This design comes from an exercise in tuning for small area on the open sky130 flow, not from production work. No functional check of the RTL was part of any run shown here. No activity file was given, so power comes from the tool's default toggle rates.

$ cat design.v
`default_nettype none
package ecg_feature_pkg;
    typedef logic signed [12-1:0] amp_t;
    typedef logic signed [9-1:0] interval_t;
    typedef logic signed [16-1:0] feat_sum_t;
endpackage
`default_nettype wire
`timescale 1ns/1ps
`default_nettype none
module ecg_feature_top (
    input  wire                    wclk,
    input  wire                    rst_n,
    input  wire                    feature_rdy,
    input  wire                    mode,
    input  wire [4-1:0] cnt_lead,
    input  ecg_feature_pkg::interval_t              rr_pre,
    input  ecg_feature_pkg::interval_t              rr_post,
    input  ecg_feature_pkg::interval_t              q_loc,
    input  ecg_feature_pkg::interval_t              s_loc,
    input  ecg_feature_pkg::interval_t              r_loc,
    input  ecg_feature_pkg::interval_t              t_loc,
    input  ecg_feature_pkg::interval_t              st_loc,
    input  ecg_feature_pkg::amp_t                   r_amp,
    input  ecg_feature_pkg::amp_t                   q_amp,
    input  ecg_feature_pkg::amp_t                   s_amp,
    input  ecg_feature_pkg::amp_t                   p_amp,
    input  ecg_feature_pkg::amp_t                   t_amp,
    input  ecg_feature_pkg::amp_t                   st_amp,
    input  ecg_feature_pkg::amp_t                   st_amp_2,
    input  ecg_feature_pkg::amp_t                   st_amp_4,
    input  ecg_feature_pkg::amp_t                   st_amp_6,
    input  ecg_feature_pkg::amp_t                   iso_line,
    output ecg_feature_pkg::interval_t              rr_diff,
    output ecg_feature_pkg::interval_t              qrs,
    output ecg_feature_pkg::interval_t              rr_pre_rr_ave,
    output ecg_feature_pkg::interval_t              rr_post_rr_ave,
    output ecg_feature_pkg::interval_t              qrs_cur_qrs_ave,
    output ecg_feature_pkg::amp_t                   r_amp_r_amp_ave,
    output ecg_feature_pkg::amp_t                   q_amp_q_amp_ave,
    output ecg_feature_pkg::amp_t                   s_amp_s_amp_ave,
    output ecg_feature_pkg::amp_t                   p_amp_p_amp_ave,
    output ecg_feature_pkg::amp_t                   t_amp_t_amp_ave,
    output ecg_feature_pkg::amp_t                   q_amp_iso,
    output ecg_feature_pkg::amp_t                   s_amp_iso,
    output ecg_feature_pkg::amp_t                   t_amp_iso,
    output ecg_feature_pkg::amp_t                   st_amp_iso,
    output ecg_feature_pkg::amp_t                   st_slo,
    output ecg_feature_pkg::feat_sum_t              q_amp_iso_sum,
    output ecg_feature_pkg::feat_sum_t              s_amp_iso_sum,
    output ecg_feature_pkg::feat_sum_t              t_amp_iso_sum,
    output ecg_feature_pkg::feat_sum_t              st_amp_iso_sum,
    output ecg_feature_pkg::feat_sum_t              st_slo_sum,
    output logic                   feature_done,
    output logic                   init_features_end
);
    localparam logic [1:0] S_IDLE = 2'd0;
    localparam logic [1:0] S_WAIT = 2'd1;
    localparam logic [1:0] S_RUN  = 2'd2;
    localparam logic [1:0] S_DONE = 2'd3;
    function automatic logic b9(input logic [8:0] x, input logic [3:0] k);
        b9 = (k > 4'd8) ? x[8] : x[k];
    endfunction
    function automatic logic b12(input logic [11:0] x, input logic [3:0] k);
        b12 = (k > 4'd11) ? x[11] : x[k];
    endfunction
    logic [1:0] state;
    logic [3:0] ph;
    logic       ext;
    logic [3:0] beats;
    logic       zs;
    wire       run      = (state == S_RUN);
    wire [4:0] step     = {ext, ph};
    wire [3:0] k        = ph;
    wire       init     = beats[3];
    wire       lead0    = (cnt_lead == 4'd0);
    wire       do_avg   = !mode || lead0;
    wire       do_mi    = mode;
    wire       beat_end = !mode || (cnt_lead == 4'd11);
    wire w16 = run && !ext;
    wire w9  = w16 && (ph <= 4'd8);
    wire w12 = w16 && (ph <= 4'd11);
    assign feature_done      = (state == S_DONE);
    assign init_features_end = beats[3];
    always_ff @(posedge wclk or negedge rst_n) begin
        if (!rst_n) begin
            state <= S_IDLE;
            ph    <= 4'd0;
            ext   <= 1'b0;
            beats <= 4'd0;
            zs    <= 1'b1;
        end else begin
            ph <= ph + 4'd1;
            case (state)
                S_IDLE: if (feature_rdy) state <= (ph == 4'd15) ? S_RUN : S_WAIT;
                S_WAIT: if (ph == 4'd15) state <= S_RUN;
                S_RUN: begin
                    if (ph == 4'd15) ext <= 1'b1;
                    if (ext && ph == 4'd1) begin
                        ext   <= 1'b0;
                        state <= S_DONE;
                    end
                end
                default: begin
                    state <= S_IDLE;
                    if (beat_end && !init) beats <= beats + 4'd1;
                    if (do_avg && !init) zs <= 1'b0;
                end
            endcase
        end
    end
    logic c_rd, c_qr;
    wire [1:0] f_rd = b9(rr_post, k) + {1'b0, !b9(rr_pre, k)} + {1'b0, c_rd};
    wire [1:0] f_qr = b9(s_loc, k) + {1'b0, !b9(q_loc, k)} + {1'b0, c_qr};
    wire       qbit = (k <= 4'd8) ? f_qr[0] : qrs[8];
    always_ff @(posedge wclk) begin
        c_rd <= w9 ? f_rd[1] : 1'b1;
        c_qr <= w9 ? f_qr[1] : 1'b1;
    end
    always_ff @(posedge wclk) begin
        if (!rst_n) begin
            rr_diff <= '0;
            qrs     <= '0;
        end else if (w9 && do_avg) begin
            rr_diff <= {f_rd[0], rr_diff[8:1]};
            qrs     <= {f_qr[0], qrs[8:1]};
        end
    end
    wire en_acc = w16 && do_avg;
    wire en_d9  = w9 && do_avg;
    wire en_d12 = w12 && do_avg;
    logic [15:0] sum_rr;
    logic [15:0] sum_qrs;
    logic [15:0] sum_r;
    logic [15:0] sum_q;
    logic [15:0] sum_s;
    logic [15:0] sum_p;
    logic [15:0] sum_t;
    logic c_rr, c_rp, c_qs, c_r, c_q, c_s, c_p, c_t;
    wire y_rr = init ? !(sum_rr[3] && !zs) : (sum_rr[0] && !zs);
    wire y_qs = init ? !(sum_qrs[3] && !zs) : (sum_qrs[0] && !zs);
    wire y_r  = init ? !(sum_r[3] && !zs) : (sum_r[0] && !zs);
    wire y_q  = init ? !(sum_q[3] && !zs) : (sum_q[0] && !zs);
    wire y_s  = init ? !(sum_s[3] && !zs) : (sum_s[0] && !zs);
    wire y_p  = init ? !(sum_p[3] && !zs) : (sum_p[0] && !zs);
    wire y_t  = init ? !(sum_t[3] && !zs) : (sum_t[0] && !zs);
    wire y_rp = !(sum_rr[3] && !zs);
    wire [1:0] f_rr = b9(rr_pre, k) + {1'b0, y_rr} + {1'b0, c_rr};
    wire [1:0] f_rp = b9(rr_post, k) + {1'b0, y_rp} + {1'b0, c_rp};
    wire [1:0] f_qs = qbit + {1'b0, y_qs} + {1'b0, c_qs};
    wire [1:0] f_r  = b12(r_amp, k) + {1'b0, y_r} + {1'b0, c_r};
    wire [1:0] f_q  = b12(q_amp, k) + {1'b0, y_q} + {1'b0, c_q};
    wire [1:0] f_s  = b12(s_amp, k) + {1'b0, y_s} + {1'b0, c_s};
    wire [1:0] f_p  = b12(p_amp, k) + {1'b0, y_p} + {1'b0, c_p};
    wire [1:0] f_t  = b12(t_amp, k) + {1'b0, y_t} + {1'b0, c_t};
    wire wr_sum = en_acc && !init;
    always_ff @(posedge wclk) begin
        c_rr <= en_acc ? f_rr[1] : init;
        c_rp <= en_acc ? f_rp[1] : 1'b1;
        c_qs <= en_acc ? f_qs[1] : init;
        c_r  <= en_acc ? f_r[1]  : init;
        c_q  <= en_acc ? f_q[1]  : init;
        c_s  <= en_acc ? f_s[1]  : init;
        c_p  <= en_acc ? f_p[1]  : init;
        c_t  <= en_acc ? f_t[1]  : init;
        sum_rr  <= {wr_sum ? f_rr[0] : sum_rr[0],  sum_rr[15:1]};
        sum_qrs <= {wr_sum ? f_qs[0] : sum_qrs[0], sum_qrs[15:1]};
        sum_r   <= {wr_sum ? f_r[0]  : sum_r[0],   sum_r[15:1]};
        sum_q   <= {wr_sum ? f_q[0]  : sum_q[0],   sum_q[15:1]};
        sum_s   <= {wr_sum ? f_s[0]  : sum_s[0],   sum_s[15:1]};
        sum_p   <= {wr_sum ? f_p[0]  : sum_p[0],   sum_p[15:1]};
        sum_t   <= {wr_sum ? f_t[0]  : sum_t[0],   sum_t[15:1]};
    end
    always_ff @(posedge wclk) begin
        if (!rst_n) begin
            rr_pre_rr_ave   <= '0;
            rr_post_rr_ave  <= '0;
            qrs_cur_qrs_ave <= '0;
        end else if (en_d9) begin
            rr_pre_rr_ave   <= {init && f_rr[0], rr_pre_rr_ave[8:1]};
            rr_post_rr_ave  <= {init && f_rp[0], rr_post_rr_ave[8:1]};
            qrs_cur_qrs_ave <= {init && f_qs[0], qrs_cur_qrs_ave[8:1]};
        end
    end
    always_ff @(posedge wclk) begin
        if (!rst_n) begin
            r_amp_r_amp_ave <= '0;
            q_amp_q_amp_ave <= '0;
            s_amp_s_amp_ave <= '0;
            p_amp_p_amp_ave <= '0;
            t_amp_t_amp_ave <= '0;
        end else if (en_d12) begin
            r_amp_r_amp_ave <= {init && f_r[0], r_amp_r_amp_ave[11:1]};
            q_amp_q_amp_ave <= {init && f_q[0], q_amp_q_amp_ave[11:1]};
            s_amp_s_amp_ave <= {init && f_s[0], s_amp_s_amp_ave[11:1]};
            p_amp_p_amp_ave <= {init && f_p[0], p_amp_p_amp_ave[11:1]};
            t_amp_t_amp_ave <= {init && f_t[0], t_amp_t_amp_ave[11:1]};
        end
    end
    wire en_i12 = w12 && do_mi;
    wire en_i16 = w16 && do_mi;
    wire lo12   = (k <= 4'd11);
    logic c_qi, c_si, c_ti, c_sti;
    logic c_qis, c_sis, c_tis, c_stis;
    wire iso_b = !b12(iso_line, k);
    wire [1:0] f_qi  = b12(q_amp, k)    + {1'b0, iso_b} + {1'b0, c_qi};
    wire [1:0] f_si  = b12(s_amp, k)    + {1'b0, iso_b} + {1'b0, c_si};
    wire [1:0] f_ti  = b12(t_amp, k)    + {1'b0, iso_b} + {1'b0, c_ti};
    wire [1:0] f_sti = b12(st_amp_2, k) + {1'b0, iso_b} + {1'b0, c_sti};
    wire qi_b  = lo12 ? f_qi[0]  : q_amp_iso[11];
    wire si_b  = lo12 ? f_si[0]  : s_amp_iso[11];
    wire ti_b  = lo12 ? f_ti[0]  : t_amp_iso[11];
    wire sti_b = lo12 ? f_sti[0] : st_amp_iso[11];
    wire [1:0] g_q  = (lead0 ? 1'b0 : q_amp_iso_sum[0])  + {1'b0, qi_b}  + {1'b0, c_qis};
    wire [1:0] g_s  = (lead0 ? 1'b0 : s_amp_iso_sum[0])  + {1'b0, si_b}  + {1'b0, c_sis};
    wire [1:0] g_t  = (lead0 ? 1'b0 : t_amp_iso_sum[0])  + {1'b0, ti_b}  + {1'b0, c_tis};
    wire [1:0] g_st = (lead0 ? 1'b0 : st_amp_iso_sum[0]) + {1'b0, sti_b} + {1'b0, c_stis};
    always_ff @(posedge wclk) begin
        c_qi   <= w12 ? f_qi[1]  : 1'b1;
        c_si   <= w12 ? f_si[1]  : 1'b1;
        c_ti   <= w12 ? f_ti[1]  : 1'b1;
        c_sti  <= w12 ? f_sti[1] : 1'b1;
        c_qis  <= w16 ? g_q[1]   : 1'b0;
        c_sis  <= w16 ? g_s[1]   : 1'b0;
        c_tis  <= w16 ? g_t[1]   : 1'b0;
        c_stis <= w16 ? g_st[1]  : 1'b0;
    end
    always_ff @(posedge wclk) begin
        if (!rst_n) begin
            q_amp_iso  <= '0;
            s_amp_iso  <= '0;
            t_amp_iso  <= '0;
            st_amp_iso <= '0;
        end else if (en_i12) begin
            q_amp_iso  <= {f_qi[0],  q_amp_iso[11:1]};
            s_amp_iso  <= {f_si[0],  s_amp_iso[11:1]};
            t_amp_iso  <= {f_ti[0],  t_amp_iso[11:1]};
            st_amp_iso <= {f_sti[0], st_amp_iso[11:1]};
        end
    end
    always_ff @(posedge wclk) begin
        if (!rst_n) begin
            q_amp_iso_sum  <= '0;
            s_amp_iso_sum  <= '0;
            t_amp_iso_sum  <= '0;
            st_amp_iso_sum <= '0;
        end else if (en_i16) begin
            q_amp_iso_sum  <= {g_q[0],  q_amp_iso_sum[15:1]};
            s_amp_iso_sum  <= {g_s[0],  s_amp_iso_sum[15:1]};
            t_amp_iso_sum  <= {g_t[0],  t_amp_iso_sum[15:1]};
            st_amp_iso_sum <= {g_st[0], st_amp_iso_sum[15:1]};
        end
    end
    wire [8:0] st_t_dist = st_loc - t_loc;
    wire       no_wave   = (t_loc == 9'd255) || (r_loc == 9'd255);
    wire       ge8       = !st_t_dist[8] && (st_t_dist[7:3] != 5'd0);
    wire       ge4       = !st_t_dist[8] && (st_t_dist[7:2] != 6'd0);
    wire       sel6      = !no_wave && ge8;
    wire       sel4      = !no_wave && !ge8 && ge4;
    wire [4:0] sh        = sel6 ? 5'd2 : (sel4 ? 5'd1 : 5'd0);
    logic c_sl, c_sls;
    wire a_sl = sel6 ? b12(st_amp_6, k) : (sel4 ? b12(st_amp_4, k) : b12(st_amp_2, k));
    wire b_sl = (sel6 || sel4) ? b12(st_amp_2, k) : b12(st_amp, k);
    wire [1:0] f_sl = a_sl + {1'b0, !b_sl} + {1'b0, c_sl};
    wire sl_b = !no_wave && f_sl[0];
    wire sl_lo  = (step >= sh) && (step <= sh + 5'd11);
    wire sl_win = (step >= sh) && (step <= sh + 5'd15);
    wire sls_b  = sl_lo ? sl_b : st_slo[11];
    wire [1:0] g_sl = (lead0 ? 1'b0 : st_slo_sum[0]) + {1'b0, sls_b} + {1'b0, c_sls};
    always_ff @(posedge wclk) begin
        c_sl  <= run ? f_sl[1] : 1'b1;
        c_sls <= (run && sl_win) ? g_sl[1] : 1'b0;
    end
    always_ff @(posedge wclk) begin
        if (!rst_n) begin
            st_slo <= '0;
        end else if (run && do_mi && sl_lo) begin
            st_slo <= {sl_b, st_slo[11:1]};
        end
    end
    always_ff @(posedge wclk) begin
        if (!rst_n) begin
            st_slo_sum <= '0;
        end else if (run && do_mi && sl_win) begin
            st_slo_sum <= {g_sl[0], st_slo_sum[15:1]};
        end
    end
endmodule
`default_nettype wire
$ cat run.sh
#!/bin/bash
# synth_recipe.tcl (not shown) runs the flow's synth.tcl, then flattens the netlist and writes it again
# the make line also repeats each setting of config.mk as NAME=value (left out here)
make -C /OpenROAD-flow-scripts/flow DESIGN_CONFIG=/design/flow/config.mk WORK_HOME=/design/flow/orfs CLKGATE_MAP_FILE= SYNTH_SCRIPT=/design/flow/synth_recipe.tcl finish
$ cat config.mk
export PLATFORM = sky130hd
export DESIGN_NAME = ecg_feature_top
export DESIGN_NICKNAME = ecg_feature_top
export VERILOG_FILES = /design/flow/design.v
export SDC_FILE = /design/flow/constraint.sdc
export NUM_CORES = 4
export LEC_CHECK = 0
export ABC_AREA = 1
export CAP_MARGIN = 20
export CORE_MARGIN = 2
export CORE_UTILIZATION = 40
export SLEW_MARGIN = 20
$ cat constraint.sdc
create_clock -name core_clock -period 10.0 [get_ports {wclk}]
set_input_delay 2.0000 -clock core_clock [delete_from_list [all_inputs] [get_ports {wclk}]]
set_output_delay 2.0000 -clock core_clock [all_outputs]
set_load 0.01 [all_outputs]
==> results by group, run 1 <==
Power and ir drop
  • PwrDens: 216 nW/um^2
  • P_sw: 1.35 mW
  • Sw frac: 30.2%
  • Internal power: 3.10 mW
  • Clock power share: 31.6%
  • P_leak: 8.53 nW
  • Flop pwr share: 42.4%
  • Worst VDD drop: 0.000108 V
  • Combinational group share of total power: 26.1%

Yosys
  • EDFF count, synth: 0
  • Main synth FF type: dfxtp_1
  • Post-Syn Area: 14800 um^2
  • Share of the synthesized area in the top cell type: 51.0%
  • Syn_nets: 2068
  • Sequential element share of the synthesized area: 53.0%
  • Post-synth top area cell: dfxtp_1
  • Post-Synthesis Cells: 1834
  • Top cells by area, synth: dfxtp_1, nor2_1, o21ai_0
  • Async S/R FF share, synth: 3.08%
  • Syn Area/Cell: 8.07 um^2
  • #FFs+latches synth: 389
  • Synthesis Warnings: 1
  • Synth cell types: 53

STA
  • Tmin final: 5590 ps
  • Max_slew headroom: 31.5%
  • Setup violations, final: 0
  • Worst-Margin Slew: 1030 ps
  • Setup TNS: 0 ps
  • Max Fclk: 179 MHz
  • Clock skew: 29.7 ps
  • Final Hold Fails: 0
  • RSZ-0062 raised after global routing: false
  • Max-slew violation count: 0
  • Final period utilization: 55.9%

CTS
  • CTS max path bufs: 3
  • Setup bufs post-CTS: 0
  • Clk sink count: 389
  • Clock latency (worst-skew pair): 540 ps
  • CTS buffer count: 39
  • Hold Buf Count CTS: 0
  • H-tree Lvls: 2
  • CTS tree: built
  • Gates resized, CTS repair: 0
  • Clk Tree Root Cell: clkbuf_16
  • Clock transition at path regs: 60 ps

Setup path
  • Required @ worst endpoint: 10450 ps
  • R2R depth: 12
  • CP Data Arrival Time: 6040 ps
  • Worst path max stage delay: 470 ps
  • Nature of the critical path endpoint: flip-flop
  • Worst Setup Start Kind: input pin
  • CP Max Fanout: 5
  • Crit-path cells: clkdlybuf4s50_1 -> inv_1 -> ha_1 -> nand2_1 -> inv_1 -> a21oi_2 -> nand2_1 -> nand2_1 -> nand2_1 -> nor2_2 -> nand3b_4 -> o21ai_4 -> inv_1 -> ha_1 -> nand2_1 -> nand2_1 -> a21oi_1 -> or2_2 -> nand3_1 -> inv_1 -> o21ai_0 -> fa_1 -> or2_2 -> a21oi_1
  • Setup CP Type: in -> reg
  • CP max-delay cell: clkdlybuf4s50_1
  • Crit-path most repeated cell: nand2_1

GRT
  • Initial antenna violation count: 1
  • GRT Residual Overflow: 0
  • Pin count of the biggest net entering global routing: 118
  • Number of global-route vias before repair: 12800
  • All-Layer GR Usage: 21.8%
  • First-pass GRT wire length: 67400 um

Floorplan
  • Die height: 196 um
  • # rows: 70
  • Die area: 38500 um^2
  • Placeable core area: 36500 um^2
  • IO Pins: 438
  • Initial Util: 40.5%
  • Die width: 196 um

Detailed routing
  • Detailed Routing Iterations Pass 1: 5
  • Drt drc: 0
  • Via Count: 13300
  • WL/cell: 16.0 um
  • DRT Wirelength: 43300 um
  • DR vias/cell: 4.89
  • DRT antenna net count: 0
  • First-iteration detailed-routing DRC count: 739

Placement
  • Post-DP HPWL: 31400 um
  • PortBufs: 437
  • GPL Wtd Cong: 0.891
  • Post-DP Area: 19400 um^2
  • Placed Cells: 2644

Final layout
  • Non-filler cells, final: 2713
  • Layout net count: 2451
  • Fill count: 3421
  • Final instance area: 20600 um^2
  • Layout cell share with drive strength beyond 1: 5.08%
  • Multi-input gate area: 6180 um^2
  • Area Growth Syn to Fin: 39.5%
  • Register area: 7850 um^2
  • Leading cell type in the layout, fill and taps excluded: nor2_1
  • Post-Route Utilization: 56.5%
  • Most frequent cells in the layout: nor2_1, clkdlybuf4s50_1, dfxtp_1

Worst hold path
  • WHS Path Cells: 0
  • Hold crit path type: reg -> reg

Job
  • Max Cap Viol: 0

Outcome
  • Outcome: finished clean
synthesized netlist by cell type (2+ instances only):
cell,instances
a221oi_1,2
fa_1,20
nand2_1,217
o22ai_1,28
nor2_2,6
nand3_1,29
dfrtp_1,11
a32o_1,3
buf_4,6
dfxtp_1,377
nand3_2,2
o31ai_1,2
nand4_1,7
nand2_2,2
a31oi_1,8
inv_2,13
nor2_1,510
clkinv_1,2
inv_1,68
clkbuf_1,64
xnor2_1,2
nor2_4,4
or2_2,4
o211ai_1,3
buf_2,27
a22oi_1,5
a211oi_1,4
mux2_1,6
xor2_1,3
a21oi_1,52
o21ai_0,293
nand2_4,3
nor3_1,5
ha_1,23
buf_1,5
worst max-delay path, delay by kind of cell:
| kind | cells | cell delay [ps] |
|---|---|---|
| buf+inv | 5 | 750 |
| fa+ha+maj | 3 | 1090 |
| simple gates | 11 | 1420 |
| compound gates | 5 | 760 |
layout make-up:
cell class                 instances  area share, %
inverter                          83           1.52
multi-input combinational       1258           30.0
clock inverter                    12          0.497
clock buffer                      55           5.61
antenna                            2         0.0243
sequential                       389           38.0
tap                              468           2.84
timing repair buffer             446           21.5
kinds of logic after synthesis:
kind of cell,share of synthesized area [%]
buffers and inverters,5.18
AO/OA/AOI/OAI,14.9
flip-flops,53.0
adder cells (fa/ha/maj),4.65
AND/OR/NAND/NOR,21.3
multiplexers,0.600
XOR/XNOR,0.296
routing by layer:
layer | share of wire, % | GRT usage [%] | wire (um)
met5 | 0 | 0 | 0
met4 | 4.1 | 9.46 | 1770
met3 | 6.0 | 4.19 | 2590
met2 | 48 | 37.4 | 20600
met1 | 42 | 26.8 | 18300
sequential cells by signal, summed over array words and instances (netlist names), 16 cells and up:
register / flops
sum_q: 16
sum_s: 16
sum_p: 16
sum_rr: 16
s_amp_iso_sum: 16
sum_r: 16
t_amp_iso_sum: 16
st_slo_sum: 16
q_amp_iso_sum: 16
sum_qrs: 16
sum_t: 16
st_amp_iso_sum: 16
power groups by stage:
stage          logic [mW]  clock network (mW)  registers [mW]
3_5_place_dp         1.17                   0            1.92
6_report             1.16                1.40            1.89
5_1_grt              1.29                1.50            1.91
3_3_place_gp         1.15                   0            1.91
2_1_floorplan       0.529                   0            1.97
4_1_cts              1.17                1.44            1.89
per-stage QoR:
step	hold WS, ps	total power, mW	worst slack [ps]
6_report	316	4.45	4410
5_1_grt	329	4.71	4000
4_1_cts	320	4.50	4430
3_5_place_dp	312	3.08	3860
3_3_place_gp	310	3.06	3960
2_1_floorplan	310	2.50	4760
worst paths after layout:
kind                                startpoint                               to  slack [ps]
setup / recovery                      t_loc[5]      st_slo_sum[15]$_SDFFE_PN0P_        4410
hold / removal             sum_qrs[12]$_DFF_P_              sum_qrs[11]$_DFF_P_         320
setup reg to reg               ph[1]$_DFF_PN0_  qrs_cur_qrs_ave[8]$_SDFFE_PN0P_        5990
hold reg to reg            sum_qrs[12]$_DFF_P_              sum_qrs[11]$_DFF_P_         320
max in group asynchronous                rst_n                  ext$_DFFE_PN0P_        7050
min in group asynchronous                rst_n             state[1]$_DFFE_PN0P_        1480
==> inputs of run 2 (changes only) <==
==> flow/run.sh (new file) <==
#!/bin/bash
# Standard ORFS layout, except that the port buffers the standard flow's flow inserts
# use the smallest buffer cell (buf_1) instead of the resizer's default pick.
set -euo pipefail
echo "export BUFFER_PORTS_ARGS = -buffer_cell sky130_fd_sc_hd__buf_1" >> config.mk
bash standard.sh > standard_flow.log 2>&1
==> standard.sh (new file) <==
#!/bin/bash
# synth_recipe.tcl (not shown) runs the flow's synth.tcl, then flattens the netlist and writes it again
# the make line also repeats each setting of config.mk as NAME=value (left out here)
make -C /OpenROAD-flow-scripts/flow DESIGN_CONFIG=/design/flow/config.mk WORK_HOME=/design/flow/orfs CLKGATE_MAP_FILE= SYNTH_SCRIPT=/design/flow/synth_recipe.tcl "${@:-finish}"
--- a/config.mk
+++ b/config.mk
@@ -11,2 +11,4 @@
 export CORE_UTILIZATION = 40
+export CTS_BUF_LIST = sky130_fd_sc_hd__clkbuf_4
 export SLEW_MARGIN = 20
+export BUFFER_PORTS_ARGS = -buffer_cell sky130_fd_sc_hd__buf_1
removed: run.sh
==> run 2 against run 1 <==
Still clean on timing, DRC and antenna. Clock-buffer cell count increased by 74. Power is 9.6% lower. Critical path depth unchanged. Sequential cell count is the same. Fmax is 12% higher. Final area fell by 14%. Utilization shrank 7.8 points. Sequential power barely moved. Largest cell class unchanged. Highest routed layer unchanged.
==> results by group, run 2 <==
Outcome
  • Outcome: finished clean

Detailed routing
  • WL/cell: 14.8 um (-7.2%)
  • Via Count: 13500 (+1.6%)
  • DR vias/cell: 4.81 (-1.6%)
  • First-iteration detailed-routing DRC count: 682 (-7.7%)
  • Detailed Routing Iterations Pass 1: 5 (unchanged)
  • DRT Wirelength: 41500 um (-4.2%)
  • Drt drc: 0 (unchanged)
  • DRT antenna net count: 0 (unchanged)

Setup path
  • Register-to-register setup slack: 5680 ps (-310 ps)
  • Crit-path cells: buf_1 -> inv_1 -> ha_1 -> nand2_1 -> inv_1 -> a21oi_2 -> nand2_1 -> nand2_1 -> nand2_1 -> nor2_2 -> nand3b_4 -> o21ai_4 -> inv_1 -> ha_1 -> nand2_1 -> nand2_1 -> a21oi_1 -> or2_2 -> nand3_1 -> inv_1 -> o21ai_0 -> fa_1 -> or2_2 -> a21oi_1
  • Nature of the critical path endpoint: flip-flop
  • Worst Setup Start Kind: input pin
  • Setup CP Type: in -> reg
  • Worst path max stage delay: 430 ps (-40 ps)
  • Buffers plus inverters on the worst setup path: 5 (unchanged)
  • Required @ worst endpoint: 10590 ps (+140 ps)
  • CP Max Fanout: 5 (unchanged)
  • R2R Path End: st_slo_sum[15]$_SDFFE_PN0P_
  • Worst flop-to-flop path startpoint: ph[0]$_DFF_PN0_
  • Largest delay contributor family on the critical path: simple AND/OR/NAND/NOR gates
  • Worst Setup SP: t_loc[5]
  • CP Data Arrival Time: 5590 ps (-450 ps)
  • CP max-delay cell: fa_1
  • CP endpoint: st_slo_sum[15]$_SDFFE_PN0P_
  • Crit-path most repeated cell: nand2_1
  • Stages on the worst setup path: 24 (unchanged)
  • R2R depth: 15 (+3)

CTS
  • H-tree Lvls: 3 (+1)
  • Clock latency (worst-skew pair): 720 ps (+180 ps)
  • Setup bufs post-CTS: 0 (unchanged)
  • CTS buffer count: 95 (+140%)
  • Hold Buf Count CTS: 0 (unchanged)
  • Clock transition at path regs: 70 ps (about the same)
  • CTS tree: built
  • Clk Tree Root Cell: clkbuf_4
  • CTS max path bufs: 3 (unchanged)
  • Clk sink count: 389 (unchanged)
  • Gates resized, CTS repair: 0 (unchanged)

Yosys
  • Synth cell types: 53 (unchanged)
  • Post-Synthesis Cells: 1834 (unchanged)
  • Post-Syn Area: 14800 um^2 (unchanged)
  • EDFF count, synth: 0 (unchanged)
  • Syn Area/Cell: 8.07 um^2 (unchanged)
  • Main synth FF type: dfxtp_1
  • Async S/R FF share, synth: 3.08% (unchanged)
  • Share of the synthesized area in the top cell type: 51.0% (unchanged)
  • #FFs+latches synth: 389 (unchanged)
  • Top cells by area, synth: dfxtp_1, nor2_1, o21ai_0
  • Synthesis Warnings: 1 (unchanged)
  • Syn_nets: 2068 (unchanged)
  • Most frequent cell after synthesis: nor2_1
  • Post-synth top area cell: dfxtp_1
  • Top cells by count, synth: nor2_1, dfxtp_1, o21ai_0
  • Sequential element share of the synthesized area: 53.0% (unchanged)

GRT
  • First-pass GRT wire length: 65700 um (-2.4%)
  • Pin count of the biggest net entering global routing: 124 (+5.1%)
  • Initial antenna violation count: 2 (+1)
  • GRT Residual Overflow: 0 (unchanged)
  • All-Layer GR Usage: 21.2% (-0.66 points)
  • Number of global-route vias before repair: 12900 (+1.1%)

STA
  • Setup TNS: 0 ps (unchanged)
  • Max-slew violation count: 0 (unchanged)
  • Worst-Margin Slew: 1030 ps (-0.783 ps)
  • Setup violations, final: 0 (unchanged)
  • Max Fclk: 200 MHz (+12%)
  • Max_slew headroom: 31.1% (-0.37 points)
  • RSZ-0062 raised after global routing: false
  • Final period utilization: 50.0% (-5.9 points)
  • Tmin final: 5000 ps (-593 ps)
  • Clock skew: 42.1 ps (+12.4 ps)
  • Final Hold Fails: 0 (unchanged)

Final layout
  • Area Growth Syn to Fin: 20.3%
  • Most frequent cells in the layout: nor2_1, buf_1, dfxtp_1
  • Fill count: 3752 (+9.7%)
  • Layout net count: 2507 (+2.3%)
  • Multi-input gate area: 6180 um^2 (unchanged)
  • Register area: 7850 um^2 (unchanged)
  • Leading cell type in the layout, fill and taps excluded: nor2_1
  • Post-Route Utilization: 48.7% (-7.8 points)
  • Layout cell share with drive strength beyond 1: 8.10% (+3.0 points)

Placement
  • PortBufs: 437 (unchanged)
  • Post-DP HPWL: 29600 um (-5.7%)
  • GPL Wtd Cong: 0.877 (-1.5%)

Power and ir drop
  • Flop pwr share: 46.8% (+4.4 points)
  • P_sw: 1.33 mW (-1.0%)
  • Sw frac: 33.1% (+2.9 points)
  • Clock power share: 30.8% (-0.8 points)
  • Worst VDD drop: 0.0000704 V (-35%)
  • Combinational group share of total power: 22.3% (-3.8 points)
  • Internal power: 2.69 mW (-13%)
  • PwrDens: 226 nW/um^2 (+4.8%)
  • P_leak: 7.51 nW (-12%)

Job
  • Max Cap Viol: 0 (unchanged)

Floorplan
  • Placeable core area: 36500 um^2 (unchanged)
  • Initial Util: 40.5% (unchanged)
  • Die height: 196 um (unchanged)
  • Die area: 38500 um^2 (unchanged)
  • # rows: 70 (unchanged)
  • Die width: 196 um (unchanged)
  • IO Pins: 438 (unchanged)

Worst hold path
  • Hold Startpoint: sum_t[12]$_DFF_P_
  • Hold crit path type: reg -> reg
-- run 2: cell counts after synthesis --
No cell type changed its count.
-- run 2: kinds of logic (layout without fill, tap and decap cells) --
family,Yosys count,count (layout),share of synthesized area (%)
DFF,389,389,53.0
xor gates and xnor gates,5,5,0.296
and+or+nand+nor,792,792,21.3
muxes,8,8,0.600
adders and majority gates,43,43,4.65
AOI/OAI and AO/OA,410,410,14.9
other,0,1,0
buffers and inverters,187,685,5.18
-- run 2: cell type report --
cell class	count	area share, %
clock inverter	27	0.984
tap	468	3.29
antenna	1	0.0141
sequential	389	44.1
timing repair buffer	446	9.71
multi-input combinational	1258	34.7
inverter	83	1.75
clock buffer	129	5.44
-- run 2: worst min path at each step --
stage	slack [ps]	cells after the start	endpoint
after floorplan	310	0	sum_p[0]$_DFF_P_
after global placement	310	0	sum_s[0]$_DFF_P_
after detailed placement	310	0	sum_qrs[0]$_DFF_P_
after CTS	310	0	sum_rr[9]$_DFF_P_
after global routing	290	0	sum_rr[9]$_DFF_P_
final	300	0	sum_t[11]$_DFF_P_
-- run 2: worst register-to-register path, delay by kind of cell, from the launching register on --
kind,cells,cell delay [ps]
compound gates,4,640
flops,1,380
simple gates,6,1290
buf+inv,3,1040
fa+ha+maj,2,860
-- run 2: routing by layer --
layer / part of all wire [%] / track usage, %
met3: 6.3 / 4.79
met4: 3.8 / 9.90
met2: 47 / 35.7
met5: 0 / 0
met1: 42 / 25.7
-- run 2: power by group through the flow --
stage | clock network (mW) | logic [mW] | registers [mW]
2_1_floorplan | 0 | 0.529 | 1.97
3_3_place_gp | 0 | 0.884 | 1.91
3_5_place_dp | 0 | 0.898 | 1.92
4_1_cts | 1.29 | 0.902 | 1.88
5_1_grt | 1.37 | 1.03 | 1.91
6_report | 1.24 | 0.897 | 1.88
-- run 2: per-stage QoR --
step	total power, mW	area [um^2]	instances	hold slack, ps	setup WS (ps)
after CTS	4.08	17800	2799	306	5080
after floorplan	2.50	14800	1834	310	4760
after global placement	2.79	16600	2643	310	4420
final	4.02	17800	2801	301	5000
after global routing	4.32	17800	2801	288	4660
after detailed placement	2.82	16600	2643	312	4310
==> inputs of run 3 (changes only) <==
--- a/config.mk
+++ b/config.mk
@@ -11,3 +11,3 @@
 export CORE_UTILIZATION = 40
-export CTS_BUF_LIST = sky130_fd_sc_hd__clkbuf_4
+export CTS_BUF_LIST = sky130_fd_sc_hd__clkbuf_8
 export SLEW_MARGIN = 20
==> run 3 against run 2 <==
Still clean. Via count shrank 0.93%. Synthesized area is the same. Global-route usage shrank 0.095 points. Register-to-register slack lost 30 ps. Final cell count shrank 1.7%. Die area is the same. Hold slack gained 18 ps. First-iteration DRC count grew 4.5%. Critical endpoint unchanged. Largest cell class unchanged. Highest routed layer unchanged.
==> results by group, run 3 <==
Setup path
  • CP Data Arrival Time: 5620 ps (+30 ps)
  • Worst Setup SP: t_loc[5]
  • CP Max Fanout: 5 (unchanged)
  • Setup CP Type: in -> reg
  • Worst flop-to-flop path startpoint: ph[0]$_DFF_PN0_
  • Required @ worst endpoint: 10520 ps (-70 ps)
  • Nature of the critical path endpoint: flip-flop
  • Worst Setup Start Kind: input pin

Yosys
  • Post-Synthesis Cells: 1834 (unchanged)
  • Post-Syn Area: 14800 um^2 (unchanged)
  • Top cells by area, synth: dfxtp_1, nor2_1, o21ai_0
  • Sequential element share of the synthesized area: 53.0% (unchanged)
  • Syn Area/Cell: 8.07 um^2 (unchanged)
  • Main synth FF type: dfxtp_1
  • #FFs+latches synth: 389 (unchanged)
  • Adder-Cell Fraction of Synth Area: 4.65% (unchanged)
  • Synth cell types: 53 (unchanged)
  • Largest family of logic cells by synthesized area: simple AND/OR/NAND/NOR gates
  • Simple-gate area share of the yosys netlist: 21.3% (unchanged)
  • Share of the synthesized area in the top cell type: 51.0% (unchanged)
  • Multiplexer area fraction after synthesis: 0.600% (unchanged)
  • Async S/R FF share, synth: 3.08% (unchanged)
  • Syn_nets: 2068 (unchanged)
  • Top cells by count, synth: nor2_1, dfxtp_1, o21ai_0
  • Most frequent cell after synthesis: nor2_1
  • Post-synth top area cell: dfxtp_1
  • Synth Area in Compound Gates: 14.9% (unchanged)
  • EDFF count, synth: 0 (unchanged)
  • XOR/XNOR share of the synthesized area: 0.296% (unchanged)
  • Synthesis Warnings: 1 (unchanged)

Final layout
  • Non-filler cells, final: 2753 (-1.7%)
  • Post-Route Utilization: 49.2% (+0.50 points)
  • Layout cell share with drive strength beyond 1: 6.52% (-1.6 points)
  • Fill count: 3684 (-1.8%)
  • Area Growth Syn to Fin: 21.5%
  • Leading cell type in the layout, fill and taps excluded: nor2_1
  • Layout net count: 2471 (-1.4%)
  • Most frequent cells in the layout: nor2_1, buf_1, dfxtp_1

CTS
  • Clock transition at path regs: 60 ps (about the same)
  • Hold Buf Count CTS: 0 (unchanged)
  • CTS buffer count: 60 (-37%)
  • Setup bufs post-CTS: 0 (unchanged)
  • H-tree Lvls: 2 (-1)
  • Clock latency (worst-skew pair): 620 ps (-100 ps)
  • Clk sink count: 389 (unchanged)
  • CTS max path bufs: 3 (unchanged)
  • CTS tree: built
  • Gates resized, CTS repair: 0 (unchanged)
  • Clk Tree Root Cell: clkbuf_8

Floorplan
  • Initial Util: 40.5% (unchanged)
  • Placeable core area: 36500 um^2 (unchanged)
  • Die height: 196 um (unchanged)
  • Die area: 38500 um^2 (unchanged)
  • # rows: 70 (unchanged)
  • Die width: 196 um (unchanged)
  • IO Pins: 438 (unchanged)

Power and ir drop
  • P_leak: 7.57 nW (+0.82%)
  • Total power: 4.20 mW (+4.5%)
  • Clock power share: 33.9% (+3.1 points)
  • Sw frac: 32.2% (-0.92 points)
  • Internal power: 2.85 mW (+5.9%)
  • Flop pwr share: 44.8% (-2.0 points)
  • Worst VDD drop: 0.0000882 V (+25%)
  • P_sw: 1.35 mW (+1.6%)
  • PwrDens: 234 nW/um^2 (+3.4%)
  • Combinational group share of total power: 21.3% (-1.0 points)

STA
  • Max-slew violation count: 0 (unchanged)
  • Setup TNS: 0 ps (unchanged)
  • Setup violations, final: 0 (unchanged)
  • RSZ-0062 raised after global routing: false
  • Tmin final: 5100 ps (+104 ps)
  • Worst-Margin Slew: 1040 ps (+17.4 ps)
  • Final period utilization: 51.0% (+1.0 points)
  • Max_slew headroom: 30.2% (-0.90 points)
  • Final worst setup slack: 4900 ps (-104 ps)
  • Clock skew: 14.4 ps (-27.7 ps)
  • Final Hold Fails: 0 (unchanged)
  • Max Fclk: 196 MHz (-2.0%)

Worst hold path
  • Hold crit path type: reg -> reg
  • Hold Startpoint: sum_rr[4]$_DFF_P_

Job
  • Max Cap Viol: 0 (unchanged)

Placement
  • Post-DP HPWL: 29600 um (unchanged)
  • GPL Wtd Cong: 0.877 (unchanged)
  • Placed Cells: 2643 (unchanged)
  • PortBufs: 437 (unchanged)
  • Place WS: 4310 ps (unchanged)

GRT
  • Number of global-route vias before repair: 12700 (-1.6%)
  • GRT Residual Overflow: 0 (unchanged)
  • Initial antenna violation count: 2 (unchanged)
  • Pin count of the biggest net entering global routing: 124 (unchanged)
  • All-Layer GR Usage: 21.1% (-0.095 points)
  • First-pass GRT wire length: 65600 um (-0.29%)

Detailed routing
  • DRT antenna net count: 0 (unchanged)
  • First-iteration detailed-routing DRC count: 713 (+4.5%)
  • WL/cell: 15.0 um (+1.5%)
  • DR vias/cell: 4.85 (+0.80%)
  • Via Count: 13300 (-0.93%)
  • Detailed Routing Iterations Pass 1: 5 (unchanged)
  • Drt drc: 0 (unchanged)
  • DRT Wirelength: 41400 um (-0.24%)

Outcome
  • Outcome: finished clean
## run 3: final timing paths
check                      depth (start not counted)                           to  slack (ps)
setup / recovery                                  24  st_slo_sum[15]$_SDFFE_PN0P_        4900
max in group asynchronous                          3         beats[0]$_DFFE_PN0P_        7080
setup reg to reg                                  15  st_slo_sum[15]$_SDFFE_PN0P_        5650
min in group asynchronous                          2              ph[1]$_DFF_PN0_        1510
hold / removal                                     0            sum_rr[3]$_DFF_P_         320
hold reg to reg                                    0            sum_rr[3]$_DFF_P_         320
## run 3: critical path, cell delays in order
cell and delay [ps]:
buf_1 90, inv_1 50, ha_1 350, nand2_1 130, inv_1 60, a21oi_2 180, nand2_1 90, nand2_1 60
nand2_1 70, nor2_2 140, nand3b_4 120, o21ai_4 180, inv_1 100, ha_1 300, nand2_1 70, nand2_1 80
a21oi_1 60, or2_2 270, nand3_1 90, inv_1 60, o21ai_0 210, fa_1 450, or2_2 300, a21oi_1 120
## run 3: layout make-up
type	instances	area, um^2	share of cell area (%)
Antenna cell	1	2.50	0.0139
Clock buffer	78	1070	5.97
Clock inverter	31	272	1.51
Inverter	83	312	1.73
Multi-Input combinational cell	1258	6180	34.4
Sequential cell	389	7850	43.7
Tap cell	468	586	3.26
Timing Repair Buffer	445	1710	9.50
## run 3: metrics by stage
step,hold WS [ps],instance area [um^2]
2_1_floorplan,310,14800
3_3_place_gp,310,16600
3_5_place_dp,312,16600
4_1_cts,312,18000
5_1_grt,331,18000
6_report,319,18000
## run 3: cells by family (layout without fill, tap and decap cells)
logic type / count (synthesis) / after routing
and+or+nand+nor: 792 / 792
AOI/OAI and AO/OA: 410 / 410
DFF: 389 / 389
buffers and inverters: 187 / 637
adders and majority gates: 43 / 43
muxes: 8 / 8
xor gates and xnor gates: 5 / 5
other: 0 / 1
## run 3: per-layer routing
layer / share of wire (%) / track usage (%) / up-vias
li1: - / - / 6762
met1: 43 / 25.8 / 6067
met2: 47 / 35.6 / 427
met3: 6.0 / 4.48 / 92
met4: 3.9 / 9.68 / 0
met5: 0 / 0 / -
## run 3: power groups by stage
stage / registers (mW) / clock network, mW / logic (mW)
final: 1.88 / 1.42 / 0.893
after floorplan: 1.97 / 0 / 0.529
after CTS: 1.89 / 1.47 / 0.902
after detailed placement: 1.92 / 0 / 0.898
after global placement: 1.91 / 0 / 0.884
after global routing: 1.91 / 1.54 / 1.03

==> port drivers added, routing unchanged <==
The flow's constraints put no driver on any port. The routed layouts listed below were extracted and timed again, unchanged, in two steps.
Step 1: set_driving_cell puts a clkbuf_16 on wclk and a buf_2 on each other input, an assumption about the parent block.
Step 2 moves the port delays by t, midway between the first and last clock arrival at a register: inputs arrive t later, outputs are due t later. That takes back most of the time a late clock gives input paths.
a / b / c = ideal / step 1 / step 2; a / b = the first two.
run	t, ns	setup slack, ns	worst hold slack (ns)
run 1	0.577	4.410 / 4.436 / 3.859	0.316 / 0.316 / 0.316
run 2	0.748	5.004 / 5.026 / 4.278	0.301 / 0.301 / 0.301
run 3	0.659	4.900 / 4.916 / 4.257	0.319 / 0.319 / 0.319
After both steps every run listed still meets setup and hold. The setup slack of run 2, which loses most, moves by +0.022 ns with the drivers and by -0.726 ns with both steps.
